Background: an optimization exercise with open tools, aiming at small area, a short achievable clock period and few clock cycles per item. Do not read the settings as production practice.
Function was checked by simulation only, so behaviour that the tests miss may differ from the original.

File: design/flow/run.sh
#!/bin/bash
# synth_recipe.tcl (not shown) runs the flow's synth.tcl, then flattens the netlist and writes it again
# the make line also repeats each setting of config.mk as NAME=value (left out here)
make -C /OpenROAD-flow-scripts/flow DESIGN_CONFIG=/design/flow/config.mk WORK_HOME=/design/flow/orfs CLKGATE_MAP_FILE= SYNTH_SCRIPT=/design/flow/synth_recipe.tcl finish
File: design/flow/config.mk
export PLATFORM = sky130hd
export DESIGN_NAME = rational_arithmetic_unit
export DESIGN_NICKNAME = rational_arithmetic_unit
export VERILOG_FILES = /design/flow/design.v
export SDC_FILE = /design/flow/constraint.sdc
export NUM_CORES = 4
export LEC_CHECK = 0
export CAP_MARGIN = 20
export CORE_MARGIN = 2
export CORE_UTILIZATION = 40
export SLEW_MARGIN = 20
File: design/flow/constraint.sdc
create_clock -name core_clock -period 12.0 [get_ports {clk_i}]
set_input_delay 2.4000 -clock core_clock [delete_from_list [all_inputs] [get_ports {clk_i}]]
set_output_delay 2.4000 -clock core_clock [all_outputs]
set_load 0.01 [all_outputs]
File: design/flow/design.v
package rau_pkg;
  localparam int unsigned FieldW = 32;
  typedef enum logic [1:0] {
    ACT_ADD = 2'd0,
    ACT_MUL = 2'd1,
    ACT_EQ  = 2'd2,
    ACT_RED = 2'd3
  } action_e;
endpackage
module rau_lzc (
  input  logic [31:0] a_i,
  output logic [5:0]  lz_o
);
  always_comb begin
    lz_o = 6'd32;
    for (int i = 0; i < 32; i++) begin
      if (a_i[i]) lz_o = 6'(31 - i);
    end
  end
endmodule
module rational_arithmetic_unit #(
  parameter int unsigned WIDTH = 32
) (
  input  logic              clk_i,
  input  logic              rst_ni,
  input  logic              in_valid,
  output logic              in_ready,
  input  logic [1:0]        in_action,
  input  logic [31:0]       in_a_num,
  input  logic [31:0]       in_a_den,
  input  logic [31:0]       in_b_num,
  input  logic [31:0]       in_b_den,
  output logic              out_valid,
  input  logic              out_ready,
  output logic [31:0]       out_res_num,
  output logic [31:0]       out_res_den,
  output logic              out_is_equal,
  output logic              out_bad_denominator
);
  localparam logic [1:0] K_NORM = 2'd0, K_EUC = 2'd1, K_DIV = 2'd2, K_MUL = 2'd3;
  localparam logic [2:0] L_NONE = 3'd0, L_AN = 3'd1, L_AD = 3'd2, L_BN = 3'd3,
                         L_BD = 3'd4, L_R1 = 3'd5, L_R2 = 3'd6;
  localparam logic [1:0] M_ABS = 2'd0, M_SGN = 2'd1, M_ADDX = 2'd2;
  localparam logic [2:0] SA_NONE = 3'd0, SA_LD = 3'd1, SA_XOR = 3'd2, SA_LDG = 3'd3,
                         SA_P = 3'd4, SA_PG = 3'd5, SA_S0G = 3'd6, SA_S1G = 3'd7;
  localparam logic [1:0] F_NONE = 2'd0, F_LD = 2'd1, F_P = 2'd2;
  localparam int unsigned UW = 25;
  function automatic logic [UW-1:0] ucode(logic [1:0] act, logic [4:0] pc);
    logic [1:0] kind, mode, fs0, fs1;
    logic [2:0] dld, sa;
    logic       wx, wy, wr1, wr2, zchk, eqn, eqf, fin, exr2;
    kind = K_NORM; dld = L_NONE; mode = M_ABS; fs0 = F_NONE; fs1 = F_NONE; sa = SA_NONE;
    wx = 1'b0; wy = 1'b0; wr1 = 1'b0; wr2 = 1'b0;
    zchk = 1'b0; eqn = 1'b0; eqf = 1'b0; fin = 1'b0; exr2 = 1'b0;
    unique case (act)
      rau_pkg::ACT_ADD: begin
        unique case (pc)
          5'd0:  dld = L_BD;
          5'd1:  begin wy = 1'b1; fs1 = F_LD; dld = L_AD; end
          5'd2:  begin wx = 1'b1; fs0 = F_LD; end
          5'd3:  begin kind = K_EUC; exr2 = 1'b1; dld = L_BD; end
          5'd4:  begin wy = 1'b1; sa = SA_LD; dld = L_AD; end
          5'd5:  begin wx = 1'b1; sa = SA_XOR; end
          5'd6:  kind = K_MUL;
          5'd7:  begin wx = 1'b1; sa = SA_PG; dld = L_R2; end
          5'd8:  wy = 1'b1;
          5'd9:  kind = K_DIV;
          5'd10: begin zchk = 1'b1; mode = M_SGN; wr2 = 1'b1; dld = L_AN; end
          5'd11: begin wy = 1'b1; sa = SA_XOR; dld = L_R2; end
          5'd12: wx = 1'b1;
          5'd13: kind = K_MUL;
          5'd14: begin wx = 1'b1; sa = SA_P; dld = L_AD; end
          5'd15: begin wy = 1'b1; sa = SA_XOR; end
          5'd16: kind = K_DIV;
          5'd17: begin mode = M_SGN; wr1 = 1'b1; dld = L_BN; end
          5'd18: begin wy = 1'b1; sa = SA_LD; dld = L_R2; end
          5'd19: begin wx = 1'b1; sa = SA_XOR; end
          5'd20: kind = K_MUL;
          5'd21: begin wx = 1'b1; sa = SA_P; dld = L_BD; end
          5'd22: begin wy = 1'b1; sa = SA_XOR; end
          5'd23: kind = K_DIV;
          5'd24: begin mode = M_SGN; wx = 1'b1; dld = L_R1; end
          default: begin mode = M_ADDX; wr1 = 1'b1; fin = 1'b1; end
        endcase
      end
      rau_pkg::ACT_MUL: begin
        unique case (pc)
          5'd0:  dld = L_BN;
          5'd1:  begin wy = 1'b1; sa = SA_LD; dld = L_AN; end
          5'd2:  begin wx = 1'b1; sa = SA_XOR; end
          5'd3:  kind = K_MUL;
          5'd4:  begin wr1 = 1'b1; fs0 = F_P; dld = L_BD; end
          5'd5:  begin wy = 1'b1; sa = SA_LD; dld = L_AD; end
          5'd6:  begin wx = 1'b1; sa = SA_XOR; end
          5'd7:  kind = K_MUL;
          5'd8:  begin zchk = 1'b1; wy = 1'b1; wr2 = 1'b1; fs1 = F_P; dld = L_R1; end
          5'd9:  wx = 1'b1;
          5'd10: begin kind = K_EUC; dld = L_R1; end
          5'd11: begin wx = 1'b1; sa = SA_S0G; end
          5'd12: kind = K_DIV;
          5'd13: begin mode = M_SGN; wr1 = 1'b1; dld = L_R2; end
          5'd14: begin wx = 1'b1; sa = SA_S1G; end
          5'd15: kind = K_DIV;
          default: begin mode = M_SGN; wr2 = 1'b1; fin = 1'b1; end
        endcase
      end
      rau_pkg::ACT_EQ: begin
        unique case (pc)
          5'd0:  dld = L_AD;
          5'd1:  begin wy = 1'b1; fs1 = F_LD; dld = L_AN; end
          5'd2:  begin wx = 1'b1; fs0 = F_LD; end
          5'd3:  begin kind = K_EUC; dld = L_AN; end
          5'd4:  begin wx = 1'b1; sa = SA_LDG; end
          5'd5:  kind = K_DIV;
          5'd6:  begin mode = M_SGN; wr1 = 1'b1; dld = L_AD; end
          5'd7:  begin wx = 1'b1; sa = SA_LDG; end
          5'd8:  kind = K_DIV;
          5'd9:  begin mode = M_SGN; wr2 = 1'b1; dld = L_BD; end
          5'd10: begin wy = 1'b1; fs1 = F_LD; dld = L_BN; end
          5'd11: begin wx = 1'b1; fs0 = F_LD; end
          5'd12: begin kind = K_EUC; dld = L_BN; end
          5'd13: begin wx = 1'b1; sa = SA_LDG; end
          5'd14: kind = K_DIV;
          5'd15: begin mode = M_SGN; wx = 1'b1; dld = L_BD; end
          5'd16: begin eqn = 1'b1; wx = 1'b1; sa = SA_LDG; end
          5'd17: kind = K_DIV;
          5'd18: begin mode = M_SGN; wx = 1'b1; end
          default: begin eqf = 1'b1; fin = 1'b1; end
        endcase
      end
      default: begin  
        unique case (pc)
          5'd0:  dld = L_AD;
          5'd1:  begin wy = 1'b1; fs1 = F_LD; dld = L_AN; end
          5'd2:  begin wx = 1'b1; fs0 = F_LD; end
          5'd3:  begin kind = K_EUC; dld = L_AN; end
          5'd4:  begin wx = 1'b1; sa = SA_LDG; end
          5'd5:  kind = K_DIV;
          5'd6:  begin mode = M_SGN; wr1 = 1'b1; dld = L_AD; end
          5'd7:  begin wx = 1'b1; sa = SA_LDG; end
          5'd8:  kind = K_DIV;
          default: begin mode = M_SGN; wr2 = 1'b1; fin = 1'b1; end
        endcase
      end
    endcase
    ucode = {kind, dld, mode, wx, wy, wr1, wr2, fs0, fs1, sa, zchk, eqn, eqf, fin, exr2};
  endfunction
  logic        run_q, ls_q, ovalid_q;
  logic [4:0]  pc_q;
  logic [1:0]  act_q;
  logic        abad_q, bbad_q, bad_q, eq_q, eqn_q;
  logic        s0_q, s1_q, sg_q, sacc_q, par_q;
  logic [4:0]  cnt_q;
  logic [31:0] x_q, y_q, d_q, q_q, r1_q, r2_q;
  logic [UW-1:0] u, u_next;
  logic       u_wx, u_wy, u_wr1, u_wr2, u_zchk, u_eqn, u_eqf, u_fin, u_exr2;
  logic [1:0] u_kind, u_mode, u_fs0, u_fs1;
  logic [2:0] u_dld, u_sa;
  assign {u_kind, u_dld, u_mode, u_wx, u_wy, u_wr1, u_wr2, u_fs0, u_fs1, u_sa,
          u_zchk, u_eqn, u_eqf, u_fin, u_exr2} = u;
  assign u_next = ucode(act_q, pc_q + 5'd1);
  logic [5:0]  lzx, lzy;
  logic [6:0]  ddiff;
  logic        xshort;           
  logic        yzero, dzero, dlo_zero;
  logic [31:0] dalign;
  logic [31:0] src;
  logic        loop_iter;        
  logic        add_a_x;          
  logic        add_sub;
  logic [32:0] sum;
  logic [31:0] s;
  logic        ge;
  logic        sprod;            
  logic        mul_last;
  logic [31:0] xmul;
  rau_lzc u_lzx (.a_i(x_q), .lz_o(lzx));
  rau_lzc u_lzy (.a_i(y_q), .lz_o(lzy));
  assign ddiff  = {1'b0, lzy} - {1'b0, lzx};
  assign xshort = ddiff[6];
  assign yzero  = lzy[5];
  assign dalign = y_q << ddiff[4:0];
  assign dlo_zero = (d_q[30:0] == '0);
  assign dzero    = dlo_zero && !d_q[31];
  assign sprod    = sacc_q ? (!dzero && (!d_q[31] || dlo_zero)) : d_q[31];
  always_comb begin
    unique case (u_dld)
      L_AN:    src = abad_q ? 32'd0 : in_a_num;
      L_AD:    src = abad_q ? 32'd1 : in_a_den;
      L_BN:    src = bbad_q ? 32'd0 : in_b_num;
      L_BD:    src = bbad_q ? 32'd1 : in_b_den;
      L_R1:    src = r1_q;
      default: src = r2_q;
    endcase
  end
  assign loop_iter = (u_kind != K_NORM) && ls_q;
  always_comb begin
    if (loop_iter) begin
      add_a_x = 1'b1;
      add_sub = (u_kind != K_MUL);
    end else begin
      add_a_x = (u_mode == M_ADDX);
      unique case (u_mode)
        M_ABS:   add_sub = d_q[31];
        M_SGN:   add_sub = sacc_q;
        default: add_sub = 1'b0;
      endcase
    end
  end
  assign sum = {1'b0, (add_a_x ? x_q : 32'd0)} + {1'b0, (d_q ^ {32{add_sub}})} + 33'(add_sub);
  assign s   = sum[31:0];
  assign ge  = sum[32];
  assign mul_last = (q_q[31:1] == '0);
  assign xmul     = q_q[0] ? s : x_q;
  logic fin_now;
  assign fin_now   = run_q && (u_kind == K_NORM) && (u_fin || (u_zchk && dzero));
  assign in_ready  = fin_now;
  assign out_valid = ovalid_q;
  assign out_res_num         = r1_q;
  assign out_res_den         = r2_q;
  assign out_is_equal        = eq_q;
  assign out_bad_denominator = bad_q;
  logic go, adv;
  assign go = !run_q && in_valid && (!ovalid_q || out_ready);
  always_comb begin
    unique case (u_kind)
      K_EUC: adv = !ls_q && yzero;
      K_DIV: adv = ls_q ? (cnt_q == '0) : xshort;
      K_MUL: adv = ls_q && mul_last;
      default:        adv = 1'b1;
    endcase
  end
  always_ff @(posedge clk_i or negedge rst_ni) begin
    if (!rst_ni) begin
      run_q    <= 1'b0;
      ovalid_q <= 1'b0;
      pc_q     <= '0;
      ls_q     <= 1'b0;
    end else begin
      if (ovalid_q && out_ready) ovalid_q <= 1'b0;
      if (go) begin
        run_q <= 1'b1;
        pc_q  <= '0;
        ls_q  <= 1'b0;
      end else if (fin_now) begin
        run_q    <= 1'b0;
        ovalid_q <= 1'b1;
      end else if (run_q) begin
        if (adv) begin
          pc_q <= pc_q + 5'd1;
          ls_q <= 1'b0;
        end else begin
          unique case (u_kind)
            K_EUC: ls_q <= !ls_q ? !xshort : (cnt_q != '0);
            default:        ls_q <= 1'b1;
          endcase
        end
      end
    end
  end
  always_ff @(posedge clk_i) begin
    if (go)                u <= ucode(in_action, 5'd0);
    else if (run_q && adv) u <= u_next;
  end
  always_ff @(posedge clk_i) begin
    if (!run_q) begin
      if (go) begin
        act_q  <= in_action;
        abad_q <= (in_a_den == '0);
        bbad_q <= (in_b_den == '0) && (in_action != rau_pkg::ACT_RED);
        bad_q  <= (in_a_den == '0) || ((in_b_den == '0) && (in_action != rau_pkg::ACT_RED));
        eq_q   <= 1'b0;
      end
    end else begin
      unique case (u_kind)
        K_NORM: begin
          if (u_dld != L_NONE) d_q <= src;
          if (u_wx)  x_q  <= s;
          if (u_wy)  y_q  <= s;
          if (u_wr1) r1_q <= s;
          if (u_wr2) r2_q <= s;
          if (u_fs0 == F_LD) begin s0_q <= d_q[31]; par_q <= 1'b0; end
          if (u_fs0 == F_P)  begin s0_q <= sprod;   par_q <= 1'b0; end
          if (u_fs1 == F_LD) s1_q <= d_q[31];
          if (u_fs1 == F_P)  s1_q <= sprod;
          unique case (u_sa)
            SA_LD:   sacc_q <= d_q[31];
            SA_XOR:  sacc_q <= sacc_q ^ d_q[31];
            SA_LDG:  sacc_q <= d_q[31] ^ sg_q;
            SA_P:    sacc_q <= sprod;
            SA_PG:   sacc_q <= sprod ^ sg_q;
            SA_S0G:  sacc_q <= s0_q ^ sg_q;
            SA_S1G:  sacc_q <= s1_q ^ sg_q;
            default: ;
          endcase
          if (u_eqn) eqn_q <= (x_q == r1_q);
          if (u_eqf) begin
            eq_q <= eqn_q && (x_q == r2_q);
            r1_q <= 32'd0;
            r2_q <= 32'd1;
          end
          if (u_zchk && dzero) begin
            bad_q <= 1'b1;
            r1_q  <= 32'd0;
            r2_q  <= 32'd1;
          end
        end
        K_EUC: begin
          if (!ls_q) begin
            if (yzero) begin
              if (u_exr2) r2_q <= x_q;
              else        y_q  <= x_q;
              sg_q <= par_q ? s1_q : s0_q;
              d_q  <= src;
            end else if (xshort) begin
              x_q   <= y_q;
              y_q   <= x_q;
              par_q <= !par_q;
            end else begin
              d_q   <= dalign;
              cnt_q <= ddiff[4:0];
            end
          end else begin
            d_q <= d_q >> 1;
            if (cnt_q == '0) begin
              y_q   <= ge ? s : x_q;
              x_q   <= y_q;
              par_q <= !par_q;
            end else begin
              if (ge) x_q <= s;
              cnt_q <= cnt_q - 5'd1;
            end
          end
        end
        K_DIV: begin
          if (!ls_q) begin
            if (xshort) begin
              d_q <= 32'd0;
            end else begin
              d_q   <= dalign;
              cnt_q <= ddiff[4:0];
              q_q   <= 32'd0;
            end
          end else begin
            if (ge) x_q <= s;
            q_q <= {q_q[30:0], ge};
            if (cnt_q == '0) begin
              d_q <= {q_q[30:0], ge};
            end else begin
              d_q   <= d_q >> 1;
              cnt_q <= cnt_q - 5'd1;
            end
          end
        end
        default: begin  
          if (!ls_q) begin
            if (!xshort && lzx != lzy) begin
              q_q <= y_q;
              d_q <= x_q;
            end else begin
              q_q <= x_q;
              d_q <= y_q;
            end
            x_q <= 32'd0;
          end else begin
            x_q <= xmul;
            q_q <= q_q >> 1;
            if (mul_last) d_q <= xmul;
            else          d_q <= d_q << 1;
          end
        end
      endcase
    end
  end
endmodule
==> impl_results.md, run 1 <==
- Status: timing/DRC/antenna clean
- Number of synthesized flops with an enable pin: about 210
- Dpl ws: 5750 ps
- Sequential area share after synthesis: 31.2%
- Max Cap Viol: 0
- Ys flop type: edfxtp_1
- Post-Syn Nets: between 2000 and 3000
- DIE AREA: 57700 sq um
- CP max FO: 43
- Via count: 24600
- DR vias/cell: 6.91
- R2R Path Start: u[21]
- Setup Fix Bufs, Post-CTS: 0
- Hold crit path type: reg2reg
- Final instance area: 26100 sq um
- Clock slew seen by the registers of the worst setup and hold paths: 60 ps
- TritonCTS clock tree: done
- Core ar.: 55100 sq um
- Seq cells post-synth: between 200 and 250
- R2R depth: 18
- Synth async-reset ratio: under 10%
- Worst skew pair latency: 570 ps
- Die height: 240 um
- I/O pin cnt: between 200 and 250
- Launch point of the worst hold path: u[9]
- Post-Synthesis Cells: between 2000 and 3000
- Worst hold endpoint: u[9]
- Hold-fix buffers, CTS: 0
- Tot GR Track Use: 39.4%
- H-tree depth: 2
- Crit. End Element: register
- Total Wirelength: around 120000 um
- Critical path data arrival time: 6660 ps
- Clk root buf: clkbuf_16
- Die span in x: 240 um
- Area growth syn-to-layout: 16.8%
- Routed wire length per instance: 32.4 um
- N_diodes: 0
- DP Area: 24900 sq um
- Setup TNS: 0 ps
- Post-detail-place hpwl: approximately 85000 um
- Post-Syn Area per Cell: 8.16 sq um
- Largest net degree at the start of global routing: 65
- Met3 usage: a little under a tenth
- Yosys warning total: 2
- Mapped cell area: 22300 sq um
- Unique masters post-synth: 98
- Gr busiest metal: met2
- Routed Antenna Nets: 0
- Final setup viols: 0
- Max-slew violations: 0
- RSZ-0062 raised after global routing: false
- Fin crit period: between 6000 and 7000 ps
- Worst setup margin: 5660 ps
- PortBufs: between 200 and 250
- GRT overflow: 0
- Clock sinks: 240
- Worst slew margin relative to its limit: 19.7%
- Commonest non-fill, non-tap cell in the layout: nand2_1
- Initial Util: 40.5%
- Crit path kind: reg2reg
- Clk buf depth: 3
- GR Layer Usage met2: slightly below 60%
- Tightest Pin Transition: 1190 ps
- Layout cells sized above 1: 8.38%
- Max Clk Rate: 0.158 GHz
- CTS resizes: 0
- 1st-iter DRT viols: 3844
- Pre-antenna DRT Iters: 10
- # rows: 86
- Hold path cells: 2
- Final layout net count: 2974
- Total CTS buffers: 34
- Initial antenna violation count: 2
- Fin Clk Skew: 22.8 ps
- First-pass GRT wire length: 166000 um
- Final Hold Fails: 0
- Reg2Reg Setup Slack: approximately 5700 ps
- Critical Path Source Type: register
- DRC errors left: 0
- Tcrit/Tclk final: 52.9%
- Required time worst endpoint: 12320 ps
- Gpl congestion: 1.05
- Reg-to-Reg End: d_q[18]
- Commonest non-fill, non-tap cells in the layout: 369 x nand2_1, 247 x a21oi_1, 212 x edfxtp_1, 206 x nor2_1, 203 x o21ai_0
- Number of global-route vias before repair: about 23000
- Grt met1 use: between 50% and 60%
-- state kept, by name, summed over array words and instances (netlist names), 2 cells and up --
name   count
y_q       32
x_q       32
act_q      2
pc_q       5
d_q       32
u_dld      3
u         20
r2_q      32
cnt_q      5
r1_q      32
q_q       32
-- worst max path at each step --
stage	start	end	slack [ps]	cells past startpoint
6_report	u[21]	d_q[18]	5660	18
5_1_grt	x_q[2]	d_q[8]	5320	24
4_1_cts	u[21]	y_q[6]	5740	15
3_5_place_dp	u[21]	y_q[6]	5750	15
3_3_place_gp	x_q[4]	d_q[31]	5800	21
2_1_floorplan	x_q[0]	x_q[0]	5480	23
-- layer usage --
metal	vias to the layer above	wire [um]
met4	2	9050
met3	412	12700
met1	12000	43800
met2	1759	49900
li1	10500	-
met5	-	11
-- synth_stat cells (32+ instances only) --
library cell	n	area, sq um
mux2_2	32	360
edfxtp_1	212	6370
o31ai_1	34	255
inv_1	53	199
clkbuf_1	201	754
xnor2_1	66	578
a211oi_1	37	278
o21ai_0	203	1020
nand3_1	43	215
a222oi_1	44	440
nor2_1	211	792
nor4_1	61	382
xor2_1	78	683
o22ai_1	66	413
o211ai_1	50	375
nand2_1	372	1400
buf_2	33	165
a21oi_1	247	1240
mux2i_1	129	1290
ha_1	47	588
a22oi_1	50	375
-- area by class of cell --
cell class,count,area (sq um)
fill,5491,29000
clock inverter,12,125
clock buffer,49,938
tap,748,936
multi-input combinational,2176,14200
inverter,58,218
timing repair buffer,281,2660
sequential,240,6970
-- stage by stage --
stage / util [%] / instances / hold WS, ps
finish: 47.3 / 3564 / 465
global route: 47.3 / 3564 / 498
CTS: 47.2 / 3561 / 472
detailed placement: 45.3 / 3500 / 464
global placement: 45.2 / 3499 / 456
floorplan: - / 2734 / 440
-- kinds of logic after synthesis --
group	after synthesis	synth area share (%)
AO/OA/AOI/OAI	952	28.3
XOR/XNOR	144	5.65
buffers and inverters	318	5.75
AND/OR/NAND/NOR	853	17.2
flip-flops	240	31.2
adder cells (fa/ha/maj)	49	2.81
multiplexers	178	9.12
-- critical path, cell delays in order (launching register included) --
cell      delay [ps]
dfxtp_1          300
buf_4            510
and2_1           820
nand2_2          120
nand2_2           90
buf_4            480
xnor2_1          240
inv_1             90
fa_1             440
nor2b_1          180
o31a_1           250
o211ai_2         150
o21ai_2          420
a211oi_1         200
o211a_1          250
nor3_1           710
o21ai_0          300
o21ai_0          380
a21oi_1          110
Testbench counts, summed over its fixed seeds: cycles 141,286, items 960.
==> inputs of run 2 (changes only) <==
--- a/design/flow/design.v
+++ b/design/flow/design.v
@@ -46,3 +46,3 @@
   localparam logic [1:0] F_NONE = 2'd0, F_LD = 2'd1, F_P = 2'd2;
-  localparam int unsigned UW = 25;
+  localparam int unsigned UW = 26;
   function automatic logic [UW-1:0] ucode(logic [1:0] act, logic [4:0] pc);
@@ -145,3 +145,4 @@
     endcase
-    ucode = {kind, dld, mode, wx, wy, wr1, wr2, fs0, fs1, sa, zchk, eqn, eqf, fin, exr2};
+    ucode = {kind, dld, mode, wx, wy, wr1, wr2, fs0, fs1, sa, zchk, eqn, eqf, fin, exr2,
+             (kind == K_EUC) || (kind == K_DIV)};
   endfunction
@@ -153,5 +154,6 @@
   logic [4:0]  cnt_q;
+  logic        dy_q;             
   logic [31:0] x_q, y_q, d_q, q_q, r1_q, r2_q;
   logic [UW-1:0] u, u_next;
-  logic       u_wx, u_wy, u_wr1, u_wr2, u_zchk, u_eqn, u_eqf, u_fin, u_exr2;
+  logic       u_wx, u_wy, u_wr1, u_wr2, u_zchk, u_eqn, u_eqf, u_fin, u_exr2, u_sub;
   logic [1:0] u_kind, u_mode, u_fs0, u_fs1;
@@ -159,3 +161,3 @@
   assign {u_kind, u_dld, u_mode, u_wx, u_wy, u_wr1, u_wr2, u_fs0, u_fs1, u_sa,
-          u_zchk, u_eqn, u_eqf, u_fin, u_exr2} = u;
+          u_zchk, u_eqn, u_eqf, u_fin, u_exr2, u_sub} = u;
   assign u_next = ucode(act_q, pc_q + 5'd1);
@@ -167,5 +169,2 @@
   logic [31:0] src;
-  logic        loop_iter;        
-  logic        add_a_x;          
-  logic        add_sub;
   logic [32:0] sum;
@@ -175,3 +174,6 @@
   logic        mul_last;
-  logic [31:0] xmul;
+  logic        last1;            
+  logic        c1, c2, ge2;
+  logic [31:0] x1, x2, b2;
+  logic [32:0] sum2;
   rau_lzc u_lzx (.a_i(x_q), .lz_o(lzx));
@@ -195,21 +197,26 @@
   end
-  assign loop_iter = (u_kind != K_NORM) && ls_q;
+  logic [31:0] src0;
   always_comb begin
-    if (loop_iter) begin
-      add_a_x = 1'b1;
-      add_sub = (u_kind != K_MUL);
-    end else begin
-      add_a_x = (u_mode == M_ADDX);
-      unique case (u_mode)
-        M_ABS:   add_sub = d_q[31];
-        M_SGN:   add_sub = sacc_q;
-        default: add_sub = 1'b0;
-      endcase
-    end
+    unique case (in_action)
+      rau_pkg::ACT_ADD: src0 = (in_b_den == '0) ? 32'd1 : in_b_den;
+      rau_pkg::ACT_MUL: src0 = (in_b_den == '0) ? 32'd0 : in_b_num;
+      default:          src0 = (in_a_den == '0) ? 32'd1 : in_a_den;
+    endcase
   end
-  assign sum = {1'b0, (add_a_x ? x_q : 32'd0)} + {1'b0, (d_q ^ {32{add_sub}})} + 33'(add_sub);
-  assign s   = sum[31:0];
+  assign sum = {1'b0, x_q} + {1'b0, (d_q ^ {32{u_sub}})} + 33'(u_sub);
   assign ge  = sum[32];
-  assign mul_last = (q_q[31:1] == '0);
-  assign xmul     = q_q[0] ? s : x_q;
+  logic        nneg;
+  logic [31:0] sn;
+  assign nneg = (u_mode == M_ABS) ? d_q[31] : sacc_q;
+  assign sn   = (d_q ^ {32{nneg}}) + 32'(nneg);
+  assign s    = (u_mode == M_ADDX) ? sum[31:0] : sn;
+  assign last1    = (cnt_q[4:1] == '0);
+  assign mul_last = (q_q[31:2] == '0);
+  assign c1   = (u_kind == K_MUL) ? q_q[0] : ge;
+  assign x1   = c1 ? sum[31:0] : x_q;
+  assign b2   = (u_kind == K_MUL) ? {d_q[30:0], 1'b0} : ~{1'b0, d_q[31:1]};
+  assign sum2 = {1'b0, x1} + {1'b0, b2} + 33'(u_kind != K_MUL);
+  assign ge2  = sum2[32];
+  assign c2   = (u_kind == K_MUL) ? q_q[1] : (ge2 && (cnt_q != '0 || !ls_q));
+  assign x2   = c2 ? sum2[31:0] : x1;
   logic fin_now;
@@ -224,2 +231,4 @@
   assign go = !run_q && in_valid && (!ovalid_q || out_ready);
+  logic euc_fast;
+  assign euc_fast = dy_q && !xshort && (ddiff[5:1] == '0);
   always_comb begin
@@ -227,3 +236,3 @@
       K_EUC: adv = !ls_q && yzero;
-      K_DIV: adv = ls_q ? (cnt_q == '0) : xshort;
+      K_DIV: adv = ls_q ? last1 : xshort;
       K_MUL: adv = ls_q && mul_last;
@@ -242,3 +251,3 @@
         run_q <= 1'b1;
-        pc_q  <= '0;
+        pc_q  <= 5'd1;
         ls_q  <= 1'b0;
@@ -253,3 +262,3 @@
           unique case (u_kind)
-            K_EUC: ls_q <= !ls_q ? !xshort : (cnt_q != '0);
+            K_EUC: ls_q <= !ls_q ? !(xshort || euc_fast) : !last1;
             default:        ls_q <= 1'b1;
@@ -261,3 +270,3 @@
   always_ff @(posedge clk_i) begin
-    if (go)                u <= ucode(in_action, 5'd0);
+    if (go)                u <= ucode(in_action, 5'd1);
     else if (run_q && adv) u <= u_next;
@@ -272,2 +281,3 @@
         eq_q   <= 1'b0;
+        d_q    <= src0;
       end
@@ -276,2 +286,3 @@
         K_NORM: begin
+          dy_q <= 1'b0;
           if (u_dld != L_NONE) d_q <= src;
@@ -318,2 +329,8 @@
               par_q <= !par_q;
+              dy_q  <= 1'b0;
+            end else if (euc_fast) begin
+              y_q   <= x2;
+              x_q   <= y_q;
+              d_q   <= {x2[30:0], 1'b0};
+              par_q <= !par_q;
             end else begin
@@ -321,12 +338,15 @@
               cnt_q <= ddiff[4:0];
+              dy_q  <= 1'b0;
             end
           end else begin
-            d_q <= d_q >> 1;
-            if (cnt_q == '0) begin
-              y_q   <= ge ? s : x_q;
+            d_q <= d_q >> 2;
+            if (last1) begin
+              y_q   <= x2;
               x_q   <= y_q;
+              d_q   <= {x2[30:0], 1'b0};
+              dy_q  <= 1'b1;
               par_q <= !par_q;
             end else begin
-              if (ge) x_q <= s;
-              cnt_q <= cnt_q - 5'd1;
+              x_q   <= x2;
+              cnt_q <= cnt_q - 5'd2;
             end
@@ -344,9 +364,11 @@
           end else begin
-            if (ge) x_q <= s;
-            q_q <= {q_q[30:0], ge};
+            x_q <= x2;
             if (cnt_q == '0) begin
+              q_q <= {q_q[30:0], ge};
               d_q <= {q_q[30:0], ge};
             end else begin
-              d_q   <= d_q >> 1;
-              cnt_q <= cnt_q - 5'd1;
+              q_q <= {q_q[29:0], ge, ge2};
+              if (last1) d_q <= {q_q[29:0], ge, ge2};
+              else       d_q <= d_q >> 2;
+              cnt_q <= cnt_q - 5'd2;
             end
@@ -365,6 +387,6 @@
           end else begin
-            x_q <= xmul;
-            q_q <= q_q >> 1;
-            if (mul_last) d_q <= xmul;
-            else          d_q <= d_q << 1;
+            x_q <= x2;
+            q_q <= q_q >> 2;
+            if (mul_last) d_q <= x2;
+            else          d_q <= d_q << 2;
           end
--- a/design/flow/config.mk
+++ b/design/flow/config.mk
@@ -10,2 +10,3 @@
 export CORE_UTILIZATION = 40
+export SETUP_SLACK_MARGIN = 5
 export SLEW_MARGIN = 20
==> run 2 against run 1 <==
Global-route usage rose by 7.7 points. Highest routed layer unchanged. Die area increased by 24%. Critical path depth is 3 higher. Largest cell class unchanged. Critical endpoint is now d_q[25]. Area after synthesis up 24%. First-iteration DRC count up 62%. Clock skew rose by 15 ps. Worst hold slack improved by 11 ps. Still clean on timing, DRC and antenna.
==> impl_results.md, run 2 <==
- Seq cells post-synth: 242
- I/O pin cnt: 202
- Routed Antenna Nets: 0
- Tot GR Track Use: 47.1%
- Delay of the slowest critical-path stage: 940 ps
- DP Area: a little over 30000 sq um
- Commonest non-fill, non-tap cells in the layout: 437 x nand2_1, 346 x a21oi_1, 325 x nor2_1, 298 x o21ai_0, 218 x edfxtp_1
- Commonest non-fill, non-tap cell in the layout: nand2_1
- Critical path data arrival time: 7370 ps
- WP buf/inv: 1
- Min Hold Slack: 476 ps
- DIE AREA: 71400 sq um
- Final Hold Fails: 0
- Largest net degree at the start of global routing: 85
- Max-slew violations: 0
- Most frequent cell after synthesis: nand2_1
- Critical Path Source Type: register
- Clk buf depth: 3
- Clock sinks: 242
- Routed wire length per instance: around 38 um
- Gpl congestion: 1.13
- Top delay family on crit path: compound AO/OA/AOI/OAI gates
- Crit path kind: reg2reg
- Die height: 267 um
- Final layout net count: 3865
- Synth top area cells: edfxtp_1 24%, mux2i_1 6.8%, a21oi_1 6.3%
- Worst-path cell chain: nand2b_1 > a21oi_1 > o21bai_1 > a21oi_1 > o21bai_1 > a21oi_1 > o21ai_0 > a311o_1 > a221oi_1 > a21oi_1 > ha_1 > fa_2 > buf_6 > mux4_2 > nand2_1 > nand2_1 > o21ai_0 > o21ai_0 > a221oi_1 > o21ai_0 > a31o_2
- Ys flop type: edfxtp_1
- Post-detail-place hpwl: 128000 um
- Max Clk Rate: 0.143 GHz
- Multi-input gate area in the final layout: 19500 sq um
- Status: timing/DRC/antenna clean
- Sequential area share after synthesis: 25.5%
- PortBufs: 201
- Worst skew pair latency: 620 ps
- Hold-fix buffers, CTS: 0
- Total Wirelength: ~170000 um
- DR vias/cell: slightly above 7
- Synth async-reset ratio: 3.31%
- FF+latch area: 7070 sq um
- Initial Util: 40.4%
- H-tree depth: 1
- Yosys warning total: 2
- Top cell type's share of synthesized area: between 20% and 30%
- Fin Clk Skew: 37.7 ps
- Clock slew seen by the registers of the worst setup and hold paths: 70 ps
- Number of synthesized flops with an enable pin: 218
- TritonCTS clock tree: done
- Hold crit path type: reg2reg
- Worst slew margin relative to its limit: between 15 and 20%
- CP max FO: 37
- First-pass GRT wire length: 237000 um
- RSZ-0062 raised after global routing: true
- Area growth syn-to-layout: 16.6%
- Unique masters post-synth: between 100 and 150
- Initial antenna violation count: 14
- Fin crit period: 7000 ps
- # rows: between 90 and 100
- Top cells by count, synth: 440 x nand2_1, 351 x a21oi_1, 335 x nor2_1, 312 x o21ai_0, 263 x clkbuf_1
- Core ar.: just under 70000 sq um
- Pre-antenna DRT Iters: 11
- GRT overflow: 0
- Post-Synthesis Cells: 3582
- Number of global-route vias before repair: a little under 30000
- Synth area leader: edfxtp_1
- Tcrit/Tclk final: roughly three fifths
- Crit-path slowest cell: o21ai_0
- Via count: 33200
- Final Util: a little under half
- Mapped cell area: roughly 28000 sq um
- Die span in x: 267 um
- Crit. End Element: register
- DRC errors left: 0
- Final instance area: around 32000 sq um
- Final setup viols: 0
- # fillers: 6867
- Tightest Pin Transition: 1230 ps
- Layout cells sized above 1: 11.2%
- Post-Syn Nets: 3799
- Clk root buf: clkbuf_16
- Post-Syn Area per Cell: between 7 and 8 sq um
- Max Cap Viol: 0
- 1st-iter DRT viols: 6236
- Total CTS buffers: 30
- Setup TNS: 0 ps
- Required time worst endpoint: roughly 12000 ps
run 2: changes by cell type in the layout (fill, tap and decap cells not counted), sizes merged, moves of 23 or more:
cell    previous run  this run
xor2              78       125
o21ai            221       329
o22ai             66        43
o221ai            21        52
buf               80       178
nand2            374       442
nor2             213       337
nor3              32        64
ha                47        79
a21oi            250       358
mux2i            129       190
run 2: path summary, 6_finish.rpt:
check	start	end	slack, ps	depth (start not counted)
max	y_q[1]	d_q[25]	5000	21
min	u[12]	u[12]	480	2
max reg2reg	y_q[1]	d_q[25]	5000	21
min reg2reg	u[12]	u[12]	480	2
max in group asynchronous	rst_ni	ls_q	9560	1
min in group asynchronous	rst_ni	ovalid_q	2090	1
run 2: repair_timing:
| action | 4_1_cts | 5_1_grt |
|---|---|---|
| endpoints found under the setup margin | 84 | 77 |
| pin swaps | 2 | 8 |
| gates resized for setup | 18 | 33 |
| buffers inserted | 10 | 26 |
| gates cloned | 1 | 1 |
| hold endpoints to repair | 0 | 0 |
run 2: final cells by class:
class / count / share of cell area (%)
repair buffers: 378 / 10.5
inverters: 52 / 0.608
clock buffers: 35 / 2.45
multi-input cells: 2944 / 60.4
clock inverters: 20 / 0.523
flip-flops and latches: 242 / 21.9
well taps: 931 / 3.60
diodes: 9 / 0.0697
run 2: logic make-up (layout without fill, tap and decap cells):
logic type	after synthesis	after routing	synth area share [%]
compound gates	1284	1286	30.2
xor+xnor	204	204	6.45
fa+ha+maj	83	83	3.86
buf+inv	398	485	5.73
flops	242	242	25.5
mux	246	246	10.0
other cells	0	9	0
simple gates	1125	1125	18.3
run 2: per-layer routing:
layer  wire length (um)  track usage, %  up-vias
li1                   -               -    13600
met1              63300            58.3    15700
met2              67600            65.5     2985
met3              26500            19.9      773
met4              16100            32.2       12
met5                352            2.49        -
run 2: per-stage QoR:
| stage | setup slack (ps) | instances |
|---|---|---|
| 2_1_floorplan | 5650 | 3582 |
| 3_3_place_gp | 4370 | 4506 |
| 3_5_place_dp | 4350 | 4507 |
| 4_1_cts | 4980 | 4573 |
| 5_1_grt | 4860 | 4605 |
| 6_report | 5000 | 4611 |
run 2: worst reg2reg max path, stage by stage (launching register included):
cell,delay (ps)
edfxtp_1,610
nand2b_1,260
a21oi_1,180
o21bai_1,90
a21oi_1,160
o21bai_1,120
a21oi_1,230
o21ai_0,140
a311o_1,420
a221oi_1,260
a21oi_1,150
ha_1,240
fa_2,610
buf_6,350
mux4_2,420
nand2_1,90
nand2_1,70
o21ai_0,940
o21ai_0,500
a221oi_1,530
o21ai_0,150
a31o_2,260
Testbench counts of run 2, summed over its fixed seeds: cycles 82,978, items 960.

## afterwards: timing with drivers on the ports
The results above use ideal ports. As a check the final layouts listed here were re-extracted and re-timed, cells and wires unchanged. Step 1 sets driving cells, clkbuf_16 on the clock port and buf_2 on the other inputs (assumed; they add their load-dependent delay and slew). Step 2, shift: input delay + t, output delay - t, t = (earliest + latest rising clock arrival at the registers) / 2. This alone moves slack from input paths to output paths. a / b / c = no drivers / after step 1 / after step 2; a / b = the first two.
run | shift t [ns] | setup WS [ns] | slew at the worst register clock pin (ns) | pins driven straight from the clock port
run 1 | 0.626 | 5.655 / 5.655 / 5.655 | 0.06 / 0.06 | 1
run 2 | 0.680 | 5.005 / 4.938 / 5.005 | 0.08 / 0.08 | 1
After both steps every run listed still meets setup and hold.
